This design comes from an exercise in tuning for small area on the open sky130 flow, not from production work. Function was checked by simulation only, so behaviour that the tests miss may differ from the original. Power and IR drop assume default switching activity.

==> flow/design.v <==
package alu_pkg;
  localparam int unsigned DATA_W    = 256;
  localparam int unsigned SCALAR_W  = 32;
  localparam int unsigned LANE_W    = 16;
  localparam int unsigned NUM_LANES = DATA_W / LANE_W;
  localparam int unsigned OP_W      = 3;
  typedef enum logic [OP_W-1:0] {
    OP_ADD = 3'b000,
    OP_SUB = 3'b001,
    OP_AND = 3'b010,
    OP_OR  = 3'b011,
    OP_XOR = 3'b100,
    OP_SHL = 3'b101,
    OP_SHR = 3'b110,
    OP_SLT = 3'b111
  } scalar_op_e;
  typedef enum logic [OP_W-1:0] {
    OP_VADD   = 3'b000,
    OP_VSUB   = 3'b001,
    OP_VAND   = 3'b010,
    OP_VMUL   = 3'b011,
    OP_VXOR   = 3'b100,
    OP_VROT   = 3'b101,
    OP_VSHR   = 3'b110,
    OP_VPASSB = 3'b111
  } vector_op_e;
endpackage
module simd_alu_lane
(
  input  logic [15:0] a,
  input  logic [15:0] b,
  input  logic        mul,     
  input  logic        sub,
  input  logic        r0,      
  input  logic        cin,
  input  logic [15:0] ra,      
  input  logic [3:0]  rk,      
  output logic [14:0] wrap_own,  
  input  logic [14:0] wrap_in,   
  output logic [15:0] t,       
  output logic [15:0] s1,      
  output logic [15:0] c1,      
  output logic [15:0] r        
);
  logic [15:0] bx, bm;
  assign bx = b ^ {16{sub}};
  assign bm = b & {16{mul}};
  logic pu, pv;
  assign pu = mul ? a[0] : ~sub;
  assign pv = ~mul & sub;
  logic pp_0_0, pp_0_1, pp_1_0, pp_0_2, pp_1_1, pp_2_0, pp_0_3, pp_1_2, pp_2_1, pp_3_0, pp_0_4, pp_1_3, pp_2_2, pp_3_1, pp_4_0, pp_0_5, pp_1_4, pp_2_3, pp_3_2, pp_4_1, pp_5_0, pp_0_6, pp_1_5, pp_2_4, pp_3_3, pp_4_2, pp_5_1, pp_6_0, pp_0_7, pp_1_6, pp_2_5, pp_3_4, pp_4_3, pp_5_2, pp_6_1, pp_7_0, pp_0_8, pp_1_7, pp_2_6, pp_3_5, pp_4_4, pp_5_3, pp_6_2, pp_7_1, pp_8_0, pp_0_9, pp_1_8, pp_2_7, pp_3_6, pp_4_5, pp_5_4, pp_6_3, pp_7_2, pp_8_1, pp_9_0, pp_0_10, pp_1_9, pp_2_8, pp_3_7, pp_4_6, pp_5_5, pp_6_4, pp_7_3, pp_8_2, pp_9_1, pp_10_0, pp_0_11, pp_1_10, pp_2_9, pp_3_8, pp_4_7, pp_5_6, pp_6_5, pp_7_4, pp_8_3, pp_9_2, pp_10_1, pp_11_0, pp_0_12, pp_1_11, pp_2_10, pp_3_9, pp_4_8, pp_5_7, pp_6_6, pp_7_5, pp_8_4, pp_9_3, pp_10_2, pp_11_1, pp_12_0, pp_0_13, pp_1_12, pp_2_11, pp_3_10, pp_4_9, pp_5_8, pp_6_7, pp_7_6, pp_8_5, pp_9_4, pp_10_3, pp_11_2, pp_12_1, pp_13_0, pp_0_14, pp_1_13, pp_2_12, pp_3_11, pp_4_10, pp_5_9, pp_6_8, pp_7_7, pp_8_6, pp_9_5, pp_10_4, pp_11_3, pp_12_2, pp_13_1, pp_14_0, pp_0_15, pp_1_14, pp_2_13, pp_3_12, pp_4_11, pp_5_10, pp_6_9, pp_7_8, pp_8_7, pp_9_6, pp_10_5, pp_11_4, pp_12_3, pp_13_2, pp_14_1, pp_15_0, y0, ci, fs0, fc0, hs0, hc0, fs1, fc1, fs2, fc2, fs3, fc3, fs4, fc4, fs5, fc5, fs6, fc6, fs7, fc7, fs8, fc8, fs9, fc9, fs10, fc10, fs11, fc11, fs12, fc12, fs13, fc13, fs14, fc14, hs1, hc1, fs15, fc15, fs16, fc16, hs2, hc2, fs17, fc17, fs18, fc18, hs3, hc3, fs19, fc19, fs20, fc20, fs21, fc21, hs4, hc4, fs22, fc22, fs23, fc23, fs24, fc24, fs25, fc25, hs5, hc5, fs26, fc26, fs27, fc27, fs28, fc28, fs29, fc29, fs30, fc30, hs6, hc6, fs31, fc31, fs32, fc32, fs33, fc33, fs34, fc34, fs35, fc35, fs36, fc36, hs7, hc7, fs37, fc37, fs38, fc38, fs39, fc39, fs40, fc40, fs41, fc41, fs42, fc42, fs43, fc43, hs8, hc8, fs44, fc44, fs45, fc45, fs46, fc46, fs47, fc47, fs48, fc48, fs49, fc49, fs50, fc50, fs51, fc51, hs9, hc9, fs52, fc52, fs53, fc53, fs54, fc54, fs55, fc55, fs56, fc56, fs57, fc57, fs58, fc58, fs59, fc59, fs60, fc60, hs10, hc10, fs61, fc61, fs62, fc62, fs63, fc63, fs64, fc64, fs65, fc65, fs66, fc66, fs67, fc67, fs68, fc68, fs69, fc69, fs70, fc70, hs11, hc11, fs71, fc71, fs72, fc72, fs73, fc73, fs74, fc74, fs75, fc75, fs76, fc76, fs77, fc77, fs78, fc78, fs79, fc79, fs80, fc80, fs81, fc81, hs12, hc12, fs82, fc82, fs83, fc83, fs84, fc84, fs85, fc85, fs86, fc86, fs87, fc87, fs88, fc88, fs89, fc89, fs90, fc90, fs91, fc91, fs92, fc92, fs93, fc93, hs13, hc13, xp0, xp1, xp2, xp3, xp4, xp5, xp6, xp7, xp8, xp9, xp10, xp11, xp12, xp13, xp14, xp15, xp16, xp17, xp18, xp19, xp20, xp21, xp22, xp23, xp24, xp25, xp26;
  assign pp_0_0 = ~(a[0] & r0);
  assign pp_0_1 = ~(a[1] & r0);
  assign pp_1_0 = ~(b[1] ? pu : pv);
  assign pp_0_2 = ~(a[2] & r0);
  assign pp_1_1 = ~(a[1] & bm[1]);
  assign pp_2_0 = ~(b[2] ? pu : pv);
  assign pp_0_3 = ~(a[3] & r0);
  assign pp_1_2 = ~(a[2] & bm[1]);
  assign pp_2_1 = ~(a[1] & bm[2]);
  assign pp_3_0 = ~(b[3] ? pu : pv);
  assign pp_0_4 = ~(a[4] & r0);
  assign pp_1_3 = ~(a[3] & bm[1]);
  assign pp_2_2 = ~(a[2] & bm[2]);
  assign pp_3_1 = ~(a[1] & bm[3]);
  assign pp_4_0 = ~(b[4] ? pu : pv);
  assign pp_0_5 = ~(a[5] & r0);
  assign pp_1_4 = ~(a[4] & bm[1]);
  assign pp_2_3 = ~(a[3] & bm[2]);
  assign pp_3_2 = ~(a[2] & bm[3]);
  assign pp_4_1 = ~(a[1] & bm[4]);
  assign pp_5_0 = ~(b[5] ? pu : pv);
  assign pp_0_6 = ~(a[6] & r0);
  assign pp_1_5 = ~(a[5] & bm[1]);
  assign pp_2_4 = ~(a[4] & bm[2]);
  assign pp_3_3 = ~(a[3] & bm[3]);
  assign pp_4_2 = ~(a[2] & bm[4]);
  assign pp_5_1 = ~(a[1] & bm[5]);
  assign pp_6_0 = ~(b[6] ? pu : pv);
  assign pp_0_7 = ~(a[7] & r0);
  assign pp_1_6 = ~(a[6] & bm[1]);
  assign pp_2_5 = ~(a[5] & bm[2]);
  assign pp_3_4 = ~(a[4] & bm[3]);
  assign pp_4_3 = ~(a[3] & bm[4]);
  assign pp_5_2 = ~(a[2] & bm[5]);
  assign pp_6_1 = ~(a[1] & bm[6]);
  assign pp_7_0 = ~(b[7] ? pu : pv);
  assign pp_0_8 = ~(a[8] & r0);
  assign pp_1_7 = ~(a[7] & bm[1]);
  assign pp_2_6 = ~(a[6] & bm[2]);
  assign pp_3_5 = ~(a[5] & bm[3]);
  assign pp_4_4 = ~(a[4] & bm[4]);
  assign pp_5_3 = ~(a[3] & bm[5]);
  assign pp_6_2 = ~(a[2] & bm[6]);
  assign pp_7_1 = ~(a[1] & bm[7]);
  assign pp_8_0 = ~(b[8] ? pu : pv);
  assign pp_0_9 = ~(a[9] & r0);
  assign pp_1_8 = ~(a[8] & bm[1]);
  assign pp_2_7 = ~(a[7] & bm[2]);
  assign pp_3_6 = ~(a[6] & bm[3]);
  assign pp_4_5 = ~(a[5] & bm[4]);
  assign pp_5_4 = ~(a[4] & bm[5]);
  assign pp_6_3 = ~(a[3] & bm[6]);
  assign pp_7_2 = ~(a[2] & bm[7]);
  assign pp_8_1 = ~(a[1] & bm[8]);
  assign pp_9_0 = ~(b[9] ? pu : pv);
  assign pp_0_10 = ~(a[10] & r0);
  assign pp_1_9 = ~(a[9] & bm[1]);
  assign pp_2_8 = ~(a[8] & bm[2]);
  assign pp_3_7 = ~(a[7] & bm[3]);
  assign pp_4_6 = ~(a[6] & bm[4]);
  assign pp_5_5 = ~(a[5] & bm[5]);
  assign pp_6_4 = ~(a[4] & bm[6]);
  assign pp_7_3 = ~(a[3] & bm[7]);
  assign pp_8_2 = ~(a[2] & bm[8]);
  assign pp_9_1 = ~(a[1] & bm[9]);
  assign pp_10_0 = ~(b[10] ? pu : pv);
  assign pp_0_11 = ~(a[11] & r0);
  assign pp_1_10 = ~(a[10] & bm[1]);
  assign pp_2_9 = ~(a[9] & bm[2]);
  assign pp_3_8 = ~(a[8] & bm[3]);
  assign pp_4_7 = ~(a[7] & bm[4]);
  assign pp_5_6 = ~(a[6] & bm[5]);
  assign pp_6_5 = ~(a[5] & bm[6]);
  assign pp_7_4 = ~(a[4] & bm[7]);
  assign pp_8_3 = ~(a[3] & bm[8]);
  assign pp_9_2 = ~(a[2] & bm[9]);
  assign pp_10_1 = ~(a[1] & bm[10]);
  assign pp_11_0 = ~(b[11] ? pu : pv);
  assign pp_0_12 = ~(a[12] & r0);
  assign pp_1_11 = ~(a[11] & bm[1]);
  assign pp_2_10 = ~(a[10] & bm[2]);
  assign pp_3_9 = ~(a[9] & bm[3]);
  assign pp_4_8 = ~(a[8] & bm[4]);
  assign pp_5_7 = ~(a[7] & bm[5]);
  assign pp_6_6 = ~(a[6] & bm[6]);
  assign pp_7_5 = ~(a[5] & bm[7]);
  assign pp_8_4 = ~(a[4] & bm[8]);
  assign pp_9_3 = ~(a[3] & bm[9]);
  assign pp_10_2 = ~(a[2] & bm[10]);
  assign pp_11_1 = ~(a[1] & bm[11]);
  assign pp_12_0 = ~(b[12] ? pu : pv);
  assign pp_0_13 = ~(a[13] & r0);
  assign pp_1_12 = ~(a[12] & bm[1]);
  assign pp_2_11 = ~(a[11] & bm[2]);
  assign pp_3_10 = ~(a[10] & bm[3]);
  assign pp_4_9 = ~(a[9] & bm[4]);
  assign pp_5_8 = ~(a[8] & bm[5]);
  assign pp_6_7 = ~(a[7] & bm[6]);
  assign pp_7_6 = ~(a[6] & bm[7]);
  assign pp_8_5 = ~(a[5] & bm[8]);
  assign pp_9_4 = ~(a[4] & bm[9]);
  assign pp_10_3 = ~(a[3] & bm[10]);
  assign pp_11_2 = ~(a[2] & bm[11]);
  assign pp_12_1 = ~(a[1] & bm[12]);
  assign pp_13_0 = ~(b[13] ? pu : pv);
  assign pp_0_14 = ~(a[14] & r0);
  assign pp_1_13 = ~(a[13] & bm[1]);
  assign pp_2_12 = ~(a[12] & bm[2]);
  assign pp_3_11 = ~(a[11] & bm[3]);
  assign pp_4_10 = ~(a[10] & bm[4]);
  assign pp_5_9 = ~(a[9] & bm[5]);
  assign pp_6_8 = ~(a[8] & bm[6]);
  assign pp_7_7 = ~(a[7] & bm[7]);
  assign pp_8_6 = ~(a[6] & bm[8]);
  assign pp_9_5 = ~(a[5] & bm[9]);
  assign pp_10_4 = ~(a[4] & bm[10]);
  assign pp_11_3 = ~(a[3] & bm[11]);
  assign pp_12_2 = ~(a[2] & bm[12]);
  assign pp_13_1 = ~(a[1] & bm[13]);
  assign pp_14_0 = ~(b[14] ? pu : pv);
  assign pp_0_15 = ~(a[15] & r0);
  assign pp_1_14 = ~(a[14] & bm[1]);
  assign pp_2_13 = ~(a[13] & bm[2]);
  assign pp_3_12 = ~(a[12] & bm[3]);
  assign pp_4_11 = ~(a[11] & bm[4]);
  assign pp_5_10 = ~(a[10] & bm[5]);
  assign pp_6_9 = ~(a[9] & bm[6]);
  assign pp_7_8 = ~(a[8] & bm[7]);
  assign pp_8_7 = ~(a[7] & bm[8]);
  assign pp_9_6 = ~(a[6] & bm[9]);
  assign pp_10_5 = ~(a[5] & bm[10]);
  assign pp_11_4 = ~(a[4] & bm[11]);
  assign pp_12_3 = ~(a[3] & bm[12]);
  assign pp_13_2 = ~(a[2] & bm[13]);
  assign pp_14_1 = ~(a[1] & bm[14]);
  assign pp_15_0 = ~(b[15] ? pu : pv);
  assign y0 = ~(~mul & bx[0]);
  assign ci = ~cin;
  assign fs0 = pp_0_0 ^ y0 ^ ci;
  assign fc0 = (pp_0_0 & y0) | (ci & (pp_0_0 ^ y0));
  assign hs0 = ~(pp_0_1 ^ pp_1_0);
  assign hc0 = pp_0_1 | pp_1_0;
  assign fs1 = pp_0_2 ^ pp_2_0 ^ pp_1_1;
  assign fc1 = (pp_0_2 & pp_2_0) | (pp_1_1 & (pp_0_2 ^ pp_2_0));
  assign fs2 = pp_0_3 ^ pp_3_0 ^ pp_1_2;
  assign fc2 = (pp_0_3 & pp_3_0) | (pp_1_2 & (pp_0_3 ^ pp_3_0));
  assign fs3 = pp_0_4 ^ pp_4_0 ^ pp_1_3;
  assign fc3 = (pp_0_4 & pp_4_0) | (pp_1_3 & (pp_0_4 ^ pp_4_0));
  assign fs4 = pp_0_5 ^ pp_5_0 ^ pp_1_4;
  assign fc4 = (pp_0_5 & pp_5_0) | (pp_1_4 & (pp_0_5 ^ pp_5_0));
  assign fs5 = pp_0_6 ^ pp_6_0 ^ pp_1_5;
  assign fc5 = (pp_0_6 & pp_6_0) | (pp_1_5 & (pp_0_6 ^ pp_6_0));
  assign fs6 = pp_0_7 ^ pp_7_0 ^ pp_1_6;
  assign fc6 = (pp_0_7 & pp_7_0) | (pp_1_6 & (pp_0_7 ^ pp_7_0));
  assign fs7 = pp_0_8 ^ pp_8_0 ^ pp_1_7;
  assign fc7 = (pp_0_8 & pp_8_0) | (pp_1_7 & (pp_0_8 ^ pp_8_0));
  assign fs8 = pp_0_9 ^ pp_9_0 ^ pp_1_8;
  assign fc8 = (pp_0_9 & pp_9_0) | (pp_1_8 & (pp_0_9 ^ pp_9_0));
  assign fs9 = pp_0_10 ^ pp_10_0 ^ pp_1_9;
  assign fc9 = (pp_0_10 & pp_10_0) | (pp_1_9 & (pp_0_10 ^ pp_10_0));
  assign fs10 = pp_0_11 ^ pp_11_0 ^ pp_1_10;
  assign fc10 = (pp_0_11 & pp_11_0) | (pp_1_10 & (pp_0_11 ^ pp_11_0));
  assign fs11 = pp_0_12 ^ pp_12_0 ^ pp_1_11;
  assign fc11 = (pp_0_12 & pp_12_0) | (pp_1_11 & (pp_0_12 ^ pp_12_0));
  assign fs12 = pp_0_13 ^ pp_13_0 ^ pp_1_12;
  assign fc12 = (pp_0_13 & pp_13_0) | (pp_1_12 & (pp_0_13 ^ pp_13_0));
  assign fs13 = pp_0_14 ^ pp_14_0 ^ pp_1_13;
  assign fc13 = (pp_0_14 & pp_14_0) | (pp_1_13 & (pp_0_14 ^ pp_14_0));
  assign fs14 = pp_0_15 ^ pp_15_0 ^ pp_1_14;
  assign fc14 = (pp_0_15 & pp_15_0) | (pp_1_14 & (pp_0_15 ^ pp_15_0));
  assign hs1 = ~(hs0 ^ fc0);
  assign hc1 = hs0 | fc0;
  assign fs15 = hc0 ^ fs1 ^ hc1;
  assign fc15 = (hc0 & fs1) | (hc1 & (hc0 ^ fs1));
  assign fs16 = pp_2_1 ^ fc1 ^ fs2;
  assign fc16 = (pp_2_1 & fc1) | (fs2 & (pp_2_1 ^ fc1));
  assign hs2 = ~(fs16 ^ fc15);
  assign hc2 = fs16 | fc15;
  assign fs17 = pp_2_2 ^ pp_3_1 ^ fc2;
  assign fc17 = (pp_2_2 & pp_3_1) | (fc2 & (pp_2_2 ^ pp_3_1));
  assign fs18 = fs3 ^ fc16 ^ fs17;
  assign fc18 = (fs3 & fc16) | (fs17 & (fs3 ^ fc16));
  assign hs3 = ~(hc2 ^ fs18);
  assign hc3 = hc2 | fs18;
  assign fs19 = pp_2_3 ^ pp_3_2 ^ pp_4_1;
  assign fc19 = (pp_2_3 & pp_3_2) | (pp_4_1 & (pp_2_3 ^ pp_3_2));
  assign fs20 = fc3 ^ fs4 ^ fs19;
  assign fc20 = (fc3 & fs4) | (fs19 & (fc3 ^ fs4));
  assign fs21 = fc17 ^ fs20 ^ fc18;
  assign fc21 = (fc17 & fs20) | (fc18 & (fc17 ^ fs20));
  assign hs4 = ~(hc3 ^ fs21);
  assign hc4 = hc3 | fs21;
  assign fs22 = pp_2_4 ^ pp_3_3 ^ pp_4_2;
  assign fc22 = (pp_2_4 & pp_3_3) | (pp_4_2 & (pp_2_4 ^ pp_3_3));
  assign fs23 = pp_5_1 ^ fc4 ^ fc19;
  assign fc23 = (pp_5_1 & fc4) | (fc19 & (pp_5_1 ^ fc4));
  assign fs24 = fs5 ^ fs22 ^ fc20;
  assign fc24 = (fs5 & fs22) | (fc20 & (fs5 ^ fs22));
  assign fs25 = fs23 ^ fs24 ^ fc21;
  assign fc25 = (fs23 & fs24) | (fc21 & (fs23 ^ fs24));
  assign hs5 = ~(hc4 ^ fs25);
  assign hc5 = hc4 | fs25;
  assign fs26 = pp_2_5 ^ pp_3_4 ^ pp_4_3;
  assign fc26 = (pp_2_5 & pp_3_4) | (pp_4_3 & (pp_2_5 ^ pp_3_4));
  assign fs27 = pp_5_2 ^ pp_6_1 ^ fc5;
  assign fc27 = (pp_5_2 & pp_6_1) | (fc5 & (pp_5_2 ^ pp_6_1));
  assign fs28 = fc22 ^ fs6 ^ fs26;
  assign fc28 = (fc22 & fs6) | (fs26 & (fc22 ^ fs6));
  assign fs29 = fc23 ^ fs27 ^ fs28;
  assign fc29 = (fc23 & fs27) | (fs28 & (fc23 ^ fs27));
  assign fs30 = fc24 ^ fs29 ^ fc25;
  assign fc30 = (fc24 & fs29) | (fc25 & (fc24 ^ fs29));
  assign hs6 = ~(hc5 ^ fs30);
  assign hc6 = hc5 | fs30;
  assign fs31 = pp_2_6 ^ pp_3_5 ^ pp_4_4;
  assign fc31 = (pp_2_6 & pp_3_5) | (pp_4_4 & (pp_2_6 ^ pp_3_5));
  assign fs32 = pp_5_3 ^ pp_6_2 ^ pp_7_1;
  assign fc32 = (pp_5_3 & pp_6_2) | (pp_7_1 & (pp_5_3 ^ pp_6_2));
  assign fs33 = fc6 ^ fc26 ^ fs7;
  assign fc33 = (fc6 & fc26) | (fs7 & (fc6 ^ fc26));
  assign fs34 = fs31 ^ fs32 ^ fc27;
  assign fc34 = (fs31 & fs32) | (fc27 & (fs31 ^ fs32));
  assign fs35 = fc28 ^ fs33 ^ fs34;
  assign fc35 = (fc28 & fs33) | (fs34 & (fc28 ^ fs33));
  assign fs36 = fc29 ^ fs35 ^ fc30;
  assign fc36 = (fc29 & fs35) | (fc30 & (fc29 ^ fs35));
  assign hs7 = ~(hc6 ^ fs36);
  assign hc7 = hc6 | fs36;
  assign fs37 = pp_2_7 ^ pp_3_6 ^ pp_4_5;
  assign fc37 = (pp_2_7 & pp_3_6) | (pp_4_5 & (pp_2_7 ^ pp_3_6));
  assign fs38 = pp_5_4 ^ pp_6_3 ^ pp_7_2;
  assign fc38 = (pp_5_4 & pp_6_3) | (pp_7_2 & (pp_5_4 ^ pp_6_3));
  assign fs39 = pp_8_1 ^ fc7 ^ fc31;
  assign fc39 = (pp_8_1 & fc7) | (fc31 & (pp_8_1 ^ fc7));
  assign fs40 = fc32 ^ fs8 ^ fs37;
  assign fc40 = (fc32 & fs8) | (fs37 & (fc32 ^ fs8));
  assign fs41 = fs38 ^ fc33 ^ fs39;
  assign fc41 = (fs38 & fc33) | (fs39 & (fs38 ^ fc33));
  assign fs42 = fs40 ^ fc34 ^ fs41;
  assign fc42 = (fs40 & fc34) | (fs41 & (fs40 ^ fc34));
  assign fs43 = fc35 ^ fs42 ^ fc36;
  assign fc43 = (fc35 & fs42) | (fc36 & (fc35 ^ fs42));
  assign hs8 = ~(hc7 ^ fs43);
  assign hc8 = hc7 | fs43;
  assign fs44 = pp_2_8 ^ pp_3_7 ^ pp_4_6;
  assign fc44 = (pp_2_8 & pp_3_7) | (pp_4_6 & (pp_2_8 ^ pp_3_7));
  assign fs45 = pp_5_5 ^ pp_6_4 ^ pp_7_3;
  assign fc45 = (pp_5_5 & pp_6_4) | (pp_7_3 & (pp_5_5 ^ pp_6_4));
  assign fs46 = pp_8_2 ^ pp_9_1 ^ fc8;
  assign fc46 = (pp_8_2 & pp_9_1) | (fc8 & (pp_8_2 ^ pp_9_1));
  assign fs47 = fc37 ^ fc38 ^ fs9;
  assign fc47 = (fc37 & fc38) | (fs9 & (fc37 ^ fc38));
  assign fs48 = fs44 ^ fs45 ^ fc39;
  assign fc48 = (fs44 & fs45) | (fc39 & (fs44 ^ fs45));
  assign fs49 = fc40 ^ fs46 ^ fs47;
  assign fc49 = (fc40 & fs46) | (fs47 & (fc40 ^ fs46));
  assign fs50 = fc41 ^ fs48 ^ fs49;
  assign fc50 = (fc41 & fs48) | (fs49 & (fc41 ^ fs48));
  assign fs51 = fc42 ^ fs50 ^ fc43;
  assign fc51 = (fc42 & fs50) | (fc43 & (fc42 ^ fs50));
  assign hs9 = ~(hc8 ^ fs51);
  assign hc9 = hc8 | fs51;
  assign fs52 = pp_2_9 ^ pp_3_8 ^ pp_4_7;
  assign fc52 = (pp_2_9 & pp_3_8) | (pp_4_7 & (pp_2_9 ^ pp_3_8));
  assign fs53 = pp_5_6 ^ pp_6_5 ^ pp_7_4;
  assign fc53 = (pp_5_6 & pp_6_5) | (pp_7_4 & (pp_5_6 ^ pp_6_5));
  assign fs54 = pp_8_3 ^ pp_9_2 ^ pp_10_1;
  assign fc54 = (pp_8_3 & pp_9_2) | (pp_10_1 & (pp_8_3 ^ pp_9_2));
  assign fs55 = fc9 ^ fc44 ^ fc45;
  assign fc55 = (fc9 & fc44) | (fc45 & (fc9 ^ fc44));
  assign fs56 = fs10 ^ fs52 ^ fs53;
  assign fc56 = (fs10 & fs52) | (fs53 & (fs10 ^ fs52));
  assign fs57 = fs54 ^ fc46 ^ fc47;
  assign fc57 = (fs54 & fc46) | (fc47 & (fs54 ^ fc46));
  assign fs58 = fs55 ^ fs56 ^ fc48;
  assign fc58 = (fs55 & fs56) | (fc48 & (fs55 ^ fs56));
  assign fs59 = fs57 ^ fc49 ^ fs58;
  assign fc59 = (fs57 & fc49) | (fs58 & (fs57 ^ fc49));
  assign fs60 = fc50 ^ fs59 ^ fc51;
  assign fc60 = (fc50 & fs59) | (fc51 & (fc50 ^ fs59));
  assign hs10 = ~(hc9 ^ fs60);
  assign hc10 = hc9 | fs60;
  assign fs61 = pp_2_10 ^ pp_3_9 ^ pp_4_8;
  assign fc61 = (pp_2_10 & pp_3_9) | (pp_4_8 & (pp_2_10 ^ pp_3_9));
  assign fs62 = pp_5_7 ^ pp_6_6 ^ pp_7_5;
  assign fc62 = (pp_5_7 & pp_6_6) | (pp_7_5 & (pp_5_7 ^ pp_6_6));
  assign fs63 = pp_8_4 ^ pp_9_3 ^ pp_10_2;
  assign fc63 = (pp_8_4 & pp_9_3) | (pp_10_2 & (pp_8_4 ^ pp_9_3));
  assign fs64 = pp_11_1 ^ fc10 ^ fc52;
  assign fc64 = (pp_11_1 & fc10) | (fc52 & (pp_11_1 ^ fc10));
  assign fs65 = fc53 ^ fc54 ^ fs11;
  assign fc65 = (fc53 & fc54) | (fs11 & (fc53 ^ fc54));
  assign fs66 = fs61 ^ fs62 ^ fs63;
  assign fc66 = (fs61 & fs62) | (fs63 & (fs61 ^ fs62));
  assign fs67 = fc55 ^ fc56 ^ fs64;
  assign fc67 = (fc55 & fc56) | (fs64 & (fc55 ^ fc56));
  assign fs68 = fs65 ^ fs66 ^ fc57;
  assign fc68 = (fs65 & fs66) | (fc57 & (fs65 ^ fs66));
  assign fs69 = fs67 ^ fc58 ^ fs68;
  assign fc69 = (fs67 & fc58) | (fs68 & (fs67 ^ fc58));
  assign fs70 = fc59 ^ fs69 ^ fc60;
  assign fc70 = (fc59 & fs69) | (fc60 & (fc59 ^ fs69));
  assign hs11 = ~(hc10 ^ fs70);
  assign hc11 = hc10 | fs70;
  assign fs71 = pp_2_11 ^ pp_3_10 ^ pp_4_9;
  assign fc71 = (pp_2_11 & pp_3_10) | (pp_4_9 & (pp_2_11 ^ pp_3_10));
  assign fs72 = pp_5_8 ^ pp_6_7 ^ pp_7_6;
  assign fc72 = (pp_5_8 & pp_6_7) | (pp_7_6 & (pp_5_8 ^ pp_6_7));
  assign fs73 = pp_8_5 ^ pp_9_4 ^ pp_10_3;
  assign fc73 = (pp_8_5 & pp_9_4) | (pp_10_3 & (pp_8_5 ^ pp_9_4));
  assign fs74 = pp_11_2 ^ pp_12_1 ^ fc11;
  assign fc74 = (pp_11_2 & pp_12_1) | (fc11 & (pp_11_2 ^ pp_12_1));
  assign fs75 = fc61 ^ fc62 ^ fc63;
  assign fc75 = (fc61 & fc62) | (fc63 & (fc61 ^ fc62));
  assign fs76 = fs12 ^ fs71 ^ fs72;
  assign fc76 = (fs12 & fs71) | (fs72 & (fs12 ^ fs71));
  assign fs77 = fs73 ^ fc64 ^ fc65;
  assign fc77 = (fs73 & fc64) | (fc65 & (fs73 ^ fc64));
  assign fs78 = fc66 ^ fs74 ^ fs75;
  assign fc78 = (fc66 & fs74) | (fs75 & (fc66 ^ fs74));
  assign fs79 = fs76 ^ fc67 ^ fs77;
  assign fc79 = (fs76 & fc67) | (fs77 & (fs76 ^ fc67));
  assign fs80 = fs78 ^ fc68 ^ fs79;
  assign fc80 = (fs78 & fc68) | (fs79 & (fs78 ^ fc68));
  assign fs81 = fc69 ^ fs80 ^ fc70;
  assign fc81 = (fc69 & fs80) | (fc70 & (fc69 ^ fs80));
  assign hs12 = ~(hc11 ^ fs81);
  assign hc12 = hc11 | fs81;
  assign fs82 = pp_2_12 ^ pp_3_11 ^ pp_4_10;
  assign fc82 = (pp_2_12 & pp_3_11) | (pp_4_10 & (pp_2_12 ^ pp_3_11));
  assign fs83 = pp_5_9 ^ pp_6_8 ^ pp_7_7;
  assign fc83 = (pp_5_9 & pp_6_8) | (pp_7_7 & (pp_5_9 ^ pp_6_8));
  assign fs84 = pp_8_6 ^ pp_9_5 ^ pp_10_4;
  assign fc84 = (pp_8_6 & pp_9_5) | (pp_10_4 & (pp_8_6 ^ pp_9_5));
  assign fs85 = pp_11_3 ^ pp_12_2 ^ pp_13_1;
  assign fc85 = (pp_11_3 & pp_12_2) | (pp_13_1 & (pp_11_3 ^ pp_12_2));
  assign fs86 = fc12 ^ fc71 ^ fc72;
  assign fc86 = (fc12 & fc71) | (fc72 & (fc12 ^ fc71));
  assign fs87 = fc73 ^ fs13 ^ fs82;
  assign fc87 = (fc73 & fs13) | (fs82 & (fc73 ^ fs13));
  assign fs88 = fs83 ^ fs84 ^ fs85;
  assign fc88 = (fs83 & fs84) | (fs85 & (fs83 ^ fs84));
  assign fs89 = fc74 ^ fc75 ^ fc76;
  assign fc89 = (fc74 & fc75) | (fc76 & (fc74 ^ fc75));
  assign fs90 = fs86 ^ fs87 ^ fs88;
  assign fc90 = (fs86 & fs87) | (fs88 & (fs86 ^ fs87));
  assign fs91 = fc77 ^ fc78 ^ fs89;
  assign fc91 = (fc77 & fc78) | (fs89 & (fc77 ^ fc78));
  assign fs92 = fs90 ^ fc79 ^ fs91;
  assign fc92 = (fs90 & fc79) | (fs91 & (fs90 ^ fc79));
  assign fs93 = fc80 ^ fs92 ^ fc81;
  assign fc93 = (fc80 & fs92) | (fc81 & (fc80 ^ fs92));
  assign hs13 = ~(hc12 ^ fs93);
  assign hc13 = hc12 | fs93;
  assign xp0 = pp_2_13 ^ pp_3_12;
  assign xp1 = pp_4_11 ^ pp_5_10;
  assign xp2 = pp_6_9 ^ pp_7_8;
  assign xp3 = pp_8_7 ^ pp_9_6;
  assign xp4 = pp_10_5 ^ pp_11_4;
  assign xp5 = pp_12_3 ^ pp_13_2;
  assign xp6 = pp_14_1 ^ xp0;
  assign xp7 = xp1 ^ xp2;
  assign xp8 = xp3 ^ xp4;
  assign xp9 = xp5 ^ fc13;
  assign xp10 = fc82 ^ fc83;
  assign xp11 = fc84 ^ fc85;
  assign xp12 = fs14 ^ xp6;
  assign xp13 = xp7 ^ xp8;
  assign xp14 = xp9 ^ xp10;
  assign xp15 = xp11 ^ xp12;
  assign xp16 = xp13 ^ fc86;
  assign xp17 = fc87 ^ fc88;
  assign xp18 = xp14 ^ xp15;
  assign xp19 = xp16 ^ xp17;
  assign xp20 = fc89 ^ xp18;
  assign xp21 = fc90 ^ xp19;
  assign xp22 = xp20 ^ xp21;
  assign xp23 = fc91 ^ xp22;
  assign xp24 = xp23 ^ fc92;
  assign xp25 = xp24 ^ fc93;
  assign xp26 = hc13 ^ xp25;
  assign t = ~{~xp26, hs13, hs12, hs11, hs10, hs9, hs8, hs7, hs6, hs5, hs4, hs3, hs2, fs15, hs1, fs0};
  assign s1 = ~{fs14, fs13, fs12, fs11, fs10, fs9, fs8, fs7, fs6, fs5, fs4, fs3, fs2, fs1, hs0, fs0};
  assign c1 = ~{fc14, fc13, fc12, fc11, fc10, fc9, fc8, fc7, fc6, fc5, fc4, fc3, fc2, fc1, hc0, fc0};
  assign cout = (~pp_0_15 & ~pp_15_0) | ((~pp_0_15 | ~pp_15_0) & ~(fc13 & fc82 & fc83 & fc84 & fc85 & fc86 & fc87 & fc88 & fc89 & fc90 & fc91 & fc92 & fc93 & hc13));
  logic [15:0] x0, x1, x2, x3;
  assign x0 = ra;
  assign wrap_own[0]     = x0[0];
  assign wrap_own[2:1]   = x1[1:0];
  assign wrap_own[6:3]   = x2[3:0];
  assign wrap_own[14:7]  = x3[7:0];
  assign x1 = rk[0] ? {wrap_in[0],     x0[15:1]} : x0;
  assign x2 = rk[1] ? {wrap_in[2:1],   x1[15:2]} : x1;
  assign x3 = rk[2] ? {wrap_in[6:3],   x2[15:4]} : x2;
  assign r  = rk[3] ? {wrap_in[14:7],  x3[15:8]} : x3;
endmodule
module simd_alu
(
  input  logic              clk,
  input  logic              rst_n,
  input  logic [alu_pkg::DATA_W-1:0] A,
  input  logic [alu_pkg::DATA_W-1:0] B,
  output logic [alu_pkg::DATA_W-1:0] Result,
  input  logic [alu_pkg::OP_W-1:0]   ALUControl,
  input  logic              RegFileSelect
);
  localparam int NL = alu_pkg::NUM_LANES;
  localparam int LW = alu_pkg::LANE_W;
  function automatic logic [15:0] rev16(input logic [15:0] v);
    for (int k = 0; k < 16; k++) rev16[k] = v[15-k];
  endfunction
  logic vec, sc;
  logic op_add, op_sub, op_and, op_3, op_xor, op_5, op_shr, op_7;
  assign vec = RegFileSelect;
  assign sc  = ~RegFileSelect;
  assign op_add = (ALUControl == 3'd0);
  assign op_sub = (ALUControl == 3'd1);
  assign op_and = (ALUControl == 3'd2);
  assign op_3   = (ALUControl == 3'd3);
  assign op_xor = (ALUControl == 3'd4);
  assign op_5   = (ALUControl == 3'd5);
  assign op_shr = (ALUControl == 3'd6);
  assign op_7   = (ALUControl == 3'd7);
  logic mul, sub, passb, vrot;
  assign mul   = vec & op_3;
  assign sub   = op_sub | (sc & op_7);
  assign passb = vec & op_7;
  assign vrot  = vec & op_5;
  logic v_t, v_x, v_a, v_r;
  assign v_t = vec & (op_add | op_sub | op_3 | op_7);
  assign v_x = vec & op_xor;
  assign v_a = vec & op_and;
  assign v_r = vec & (op_5 | op_shr);
  logic [15:0] t    [NL];
  logic [15:0] s1   [NL];
  logic [15:0] c1   [NL];
  logic [15:0] r    [NL];
  logic [15:0] ra   [NL];
  logic [3:0]  rk   [NL];
  logic [14:0] wown [NL];
  logic [14:0] win  [NL];
  logic        cin  [NL];
  logic [15:0] y    [NL];
  logic shl_s, shr_s, h;
  assign shl_s = sc & op_5;
  assign shr_s = sc & op_shr;
  assign h     = B[4];
  for (genvar i = 0; i < NL; i++) begin : g_lane
    logic [15:0] la, lb;
    logic [3:0]  s;
    assign la = A[i*LW +: LW];
    assign lb = B[i*LW +: LW];
    assign s  = lb[3:0];
    if (i == 0) begin : g_l0
      assign ra[i]  = shl_s ? rev16(A[31:16]) : la;
      assign rk[i]  = sc ? B[3:0] : (op_5 ? 4'(-s) : s);
      assign win[i] = sc ? wown[1] : (wown[i] & {15{op_5}});
      assign cin[i] = sub;
    end else if (i == 1) begin : g_l1
      assign ra[i]  = shl_s ? rev16(A[15:0]) : la;
      assign rk[i]  = sc ? B[3:0] : (op_5 ? 4'(-s) : s);
      assign win[i] = wown[i] & {15{vrot}};
      assign cin[i] = vec & sub;
    end else begin : g_ln
      assign ra[i]  = la;
      assign rk[i]  = op_5 ? 4'(-s) : s;
      assign win[i] = wown[i] & {15{op_5}};
      assign cin[i] = sub;
    end
    simd_alu_lane u_lane (
      .a        (la),
      .b        (lb),
      .mul      (mul),
      .sub      (sub),
      .r0       (mul ? lb[0] : ~passb),
      .cin      (cin[i]),
      .ra       (ra[i]),
      .rk       (rk[i]),
      .wrap_own (wown[i]),
      .wrap_in  (win[i]),
      .t        (t[i]),
      .s1       (s1[i]),
      .c1       (c1[i]),
      .r        (r[i])
    );
    if (i >= 2) begin : g_yn
      assign y[i] = (t[i] & {16{v_t}}) | (s1[i] & {16{v_x}}) | (c1[i] & {16{v_a}})
                  | (r[i] & {16{v_r}});
    end
  end
  logic s_t, s_x, s_a;
  assign s_t = sc & (op_add | op_sub);
  assign s_x = sc & (op_xor | op_3);
  assign s_a = sc & (op_and | op_3);
  logic [15:0] gl [2][5];
  logic [15:0] pl [2][5];
  logic        cout0, cout32;
  always_comb begin
    for (int h = 0; h < 2; h++) begin
      gl[h][0] = c1[h];
      pl[h][0] = {s1[h][15:1], (h == 1) ? s1[h][0] : 1'b0};
      for (int d = 0; d < 4; d++) begin
        gl[h][d+1] = '0;
        pl[h][d+1] = '0;
        for (int k = 0; k < (16 >> (d + 1)); k++) begin
          gl[h][d+1][k] = gl[h][d][2*k+1] | (pl[h][d][2*k+1] & gl[h][d][2*k]);
          pl[h][d+1][k] = pl[h][d][2*k+1] & pl[h][d][2*k];
        end
      end
    end
  end
  assign cout0  = gl[0][4][0];
  assign cout32 = gl[1][4][0] | (pl[1][4][0] & cout0);
  logic [15:0] all1, t1inc, r0rev, r1rev;
  always_comb begin
    all1[0] = 1'b1;
    for (int k = 1; k < 16; k++) all1[k] = all1[k-1] & t[1][k-1];
  end
  assign t1inc  = t[1] ^ ({16{cout0}} & all1);
  assign r0rev  = rev16(r[0]);
  assign r1rev  = rev16(r[1]);
  assign y[0] = (t[0] & {16{v_t | s_t}}) | (s1[0] & {16{v_x | s_x}}) | (c1[0] & {16{v_a | s_a}})
              | (r[0] & {16{v_r | (shr_s & ~h)}}) | (r[1] & {16{shr_s & h}})
              | (r1rev & {16{shl_s & ~h}})
              | {15'd0, sc & op_7 & ~cout32};
  assign y[1] = (t[1] & {16{v_t}}) | (t1inc & {16{s_t}}) | (s1[1] & {16{v_x | s_x}})
              | (c1[1] & {16{v_a | s_a}})
              | (r[1] & {16{v_r | (shr_s & ~h)}})
              | (r1rev & {16{shl_s & h}}) | (r0rev & {16{shl_s & ~h}});
  logic [alu_pkg::DATA_W-1:0] result_d;
  logic [alu_pkg::DATA_W-1:0] result_q;
  for (genvar i = 0; i < NL; i++) begin : g_res
    assign result_d[i*LW +: LW] = y[i];
  end
  always_ff @(posedge clk or negedge rst_n) begin
    if (!rst_n) begin
      result_q <= '0;
    end else begin
      result_q <= result_d;
    end
  end
  assign Result = result_q;
endmodule
==> flow/flow/run.sh <==
#!/bin/bash
# The standard layout (standard.sh) with its standard synthesis unchanged, and two
# changes to the layout:
#  - the port buffers are the smallest buffer, buf_1 (the resizer still upsizes
#    them where timing or slew needs it);
#  - the floorplan step removes the buffers ABC put in (REMOVE_ABC_BUFFERS=1) instead
#    of running its pre-placement repair_timing, which sizes gates up against
#    wire-load estimates of still unbuffered high-fanout nets; the placement, CTS and
#    routing steps repair timing on real estimates anyway.
# Each ORFS step writes its own log under orfs/logs/; make's output is in make.log.
set -euo pipefail
bash standard.sh BUFFER_PORTS_ARGS="-buffer_cell sky130_fd_sc_hd__buf_1" REMOVE_ABC_BUFFERS=1 \
  finish > make.log 2>&1
==> flow/standard.sh <==
#!/bin/bash
# synth_recipe.tcl (not shown) runs the flow's synth.tcl, then flattens the netlist and writes it again
# the make line also repeats each setting of config.mk as NAME=value (left out here)
make -C /OpenROAD-flow-scripts/flow DESIGN_CONFIG=/design/flow/config.mk WORK_HOME=/design/flow/orfs CLKGATE_MAP_FILE= SYNTH_SCRIPT=/design/flow/synth_recipe.tcl "${@:-finish}"
==> flow/config.mk <==
export PLATFORM = sky130hd
export DESIGN_NAME = simd_alu
export DESIGN_NICKNAME = simd_alu
export VERILOG_FILES = /design/flow/design.v
export SDC_FILE = /design/flow/constraint.sdc
export NUM_CORES = 4
export LEC_CHECK = 0
export CAP_MARGIN = 20
export CORE_MARGIN = 2
export CORE_UTILIZATION = 55
export CTS_BUF_LIST = sky130_fd_sc_hd__clkbuf_4 sky130_fd_sc_hd__clkbuf_8
export SLEW_MARGIN = 20
==> flow/constraint.sdc <==
create_clock -name core_clock -period 10.0 [get_ports {clk}]
set_input_delay 2.0000 -clock core_clock [delete_from_list [all_inputs] [get_ports {clk}]]
set_output_delay 2.0000 -clock core_clock [all_outputs]
set_load 0.01 [all_outputs]
==> results.yml <==
route:
  drtAntennaViolNets: 0
  drt_first_pass_iters: 9
  drc_errors: 0
  top_layer: "met5"
  vias: 73700
  vias_per_cell: 6.61
  wl_met3_mm: 40.0
  wl_per_cell_um: 28.9
  dr_wl_met2_mm: 141
  drt-total-wl_mm: 322
  wl_met1_mm: 119
  drt-initial-drc-count: 8684
synthesis:
  synth_edf_count: 0
  syn_area_um2: 79900
  syn_inst: 8427
  ys_types: 85
  ys_ff_latch: 256
  syn_avg_cell_area_um2: 9.48
  synthArstFlopShare_pct: 100
  synth_warnings: 21
  yosysSeqAreaShare_pct: 8.02
  ys.flop_type: "dfrtp_1"
clock_network:
  cts_hold_buffers: 0
  numClockSinks: 256
  clk_transition_reported_paths_ns: 0.07
  htree_levels: 2
  cts_tree: "built"
  clockBufferDepth: 3
  cts_buffers: 60
  cts-root-buf: "clkbuf_8"
finish:
  fin_nets: 11400
  fillers: 12600
  final_common_cell: "fa_1"
  regArea_um2: 6410
  largest_reg_flops: 256
  reg_top3: "result_q (256)"
  area_growth_pct: 11.5
  drive_above_1_share_pct: 10.6
  largest_register: "result_q"
  mostFrequentLayoutCells: "1,425 x fa_1, 1,234 x and3_1, 768 x buf_1, 752 x nand2_1, 661 x mux2i_1"
  multi_input_area_um2: 68600
sta:
  fin_tns_setup_ns: 0
  layout_min_cycle_time_ns: 9.73
  maxClockFrequency_ghz: 0.103
  hold_viol: 0
  slew_headroom_pct: 20.1
  final_max_slew_viol_count: 0
  setup_viol: 0
  fin_crit_sh_pct: 97.3
  worst_pin_slew_ns: 1.20
min_path:
  holdCritPathClass: "in -> async"
placed_design:
  port_buffers: 773
  gp_congestion: 1.03
  place_hpwl_mm: 247
floorplan:
  io_pins: 774
  die_area_um2: 148000
  rows: 139
  die_w_um: 385
  die_h_um: 385
  coreArea_um2: 144000
  initial_utilization_pct: 55.5
grt:
  grt_max_degree: 138
  grt_use_total_pct: 43.1
  antenna_found_initial: 105
  grt_pass1_vias: 75300
  overflow: 0
  grt_pass1_wl_mm: 480
setup_path:
  worstSetupEndpointType: "flop"
  cp_num_buf_inv: 5
  cpPeakStageDelay_ns: 0.49
  crit_slowest_cell: "fa_1"
  cp_common_cell: "fa_1"
  path_max_fanout: 9
  start_kind: "primary input"
  path_class: "in -> reg"
  required_ns: 10.72
  cp_top_family: "adder cells"
  arrival_ns: 10.45
flow_run:
  maxCapViolCount: 0
pwr:
  p_leak_nw: 46.2
  power_density_nw_per_um2: 99.4
  power_w: 0.00886
  ir_drop_uv: 124
status:
  status: "no timing/DRC/antenna violations"
[final cells by class]
type                    count  share of cell area (%)
inverters                 622                    2.62
well taps                1903                    2.67
repair buffers           1363                    8.65
clock inverters            37                   0.586
flip-flops and latches    256                    7.19
clock buffers              75                    1.10
multi-input cells        6823                    77.0
diodes                     66                   0.185
[where the power goes]
part           total [W]  switching [W]  internal, W
registers        0.00138       0.000117      0.00126
logic            0.00579        0.00343      0.00236
clock network    0.00169       0.000730     0.000961
total            0.00886        0.00427      0.00458
[cells by family (layout without fill, tap and decap cells)]
family	count (synthesis)	after routing	synth area share, %
AOI/OAI and AO/OA	1225	1225	10.7
xor gates and xnor gates	507	507	5.80
adders and majority gates	1749	1749	41.4
buffers and inverters	1348	2097	6.65
DFF	256	256	8.02
muxes	782	782	10.9
other	0	66	0
and+or+nand+nor	2560	2560	16.6
[worst max-delay path by stage]
stage	start	to	depth (start not counted)
final	ALUControl[2]	result_q[191]	30
after global placement	ALUControl[1]	result_q[79]	29
after CTS	ALUControl[1]	result_q[191]	28
after detailed placement	ALUControl[1]	result_q[191]	27
after floorplan	ALUControl[2]	result_q[159]	24
after global routing	ALUControl[2]	result_q[159]	30
[cell usage after synthesis (all sizes together), types with 14 or more instances]
library cell,instances,share of area (%)
a211o,17,0.19
a211oi,28,0.26
a21oi,277,1.8
a221o,181,2.3
a222oi,47,0.59
a22oi,72,0.68
and2,58,0.45
and3,1235,9.7
buf,98,0.78
clkbuf,628,3.0
dfrtp,256,8.0
fa,1491,37
ha,258,4.0
inv,620,2.9
mux2,53,0.76
mux2i,674,8.6
mux4,55,1.5
nand2,755,3.5
nand3,111,0.70
nor2,318,1.5
nor2b,27,0.21
o211ai,33,0.31
o21a,22,0.21
o21ai,142,0.89
o221ai,14,0.15
o22a,19,0.21
o22ai,287,2.2
o31ai,22,0.21
xnor2,414,4.7
xor2,90,0.99
[routing by layer]
| metal | up-vias | global-route usage (%) |
|---|---|---|
| li1 | 30500 | - |
| met1 | 37100 | 56.4 |
| met2 | 4848 | 64.8 |
| met3 | 1126 | 12.3 |
| met4 | 88 | 23.1 |
| met5 | - | 0 |
[stage by stage]
step           setup slack [ns]  std cells  util (%)  hold WS, ns  cell area, um^2
5_1_grt                -0.00914      11100      61.8         1.25            89000
3_5_place_dp             -0.923      11000      60.4         2.10            86900
6_report                  0.273      11100      61.9         1.21            89100
2_1_floorplan            -29.33       7701         -         1.70            76900
3_3_place_gp             -0.804      11000      60.4         2.09            86900
4_1_cts                 0.00188      11100      61.4         1.20            88400
[repair_timing]
item | 4_1_cts | 5_1_grt
pin swaps | 0 | 13
setup endpoints to repair | 2 | 15
gates resized for setup | 1 | 83
buffers inserted | 0 | 7
cloned | 0 | 3

[static timing again, ports no longer ideal]
Ports are ideal in the flow. The routed layout listed here was re-timed in OpenROAD. Step 1 assumes that a clkbuf_16 drives the clock port and a buf_2 every other input. Step 2 moves the port delays by t, midway between the first and last clock arrival at a register: inputs arrive t later, outputs are due t later. That takes back most of the time a late clock gives input paths. Three values: no drivers, after step 1, after step 2; two values: the first two.
t, ns: 0.926
setup WS [ns]: 0.273 / 0.207 / -0.720
worst setup path after step 2: input to register
worst slew at a driven data input, ns: 0.21
Met with ideal ports but missed after step 2: setup timing in this run. The setup slack of this run moves by -0.066 ns with the drivers and by -0.993 ns with both steps.
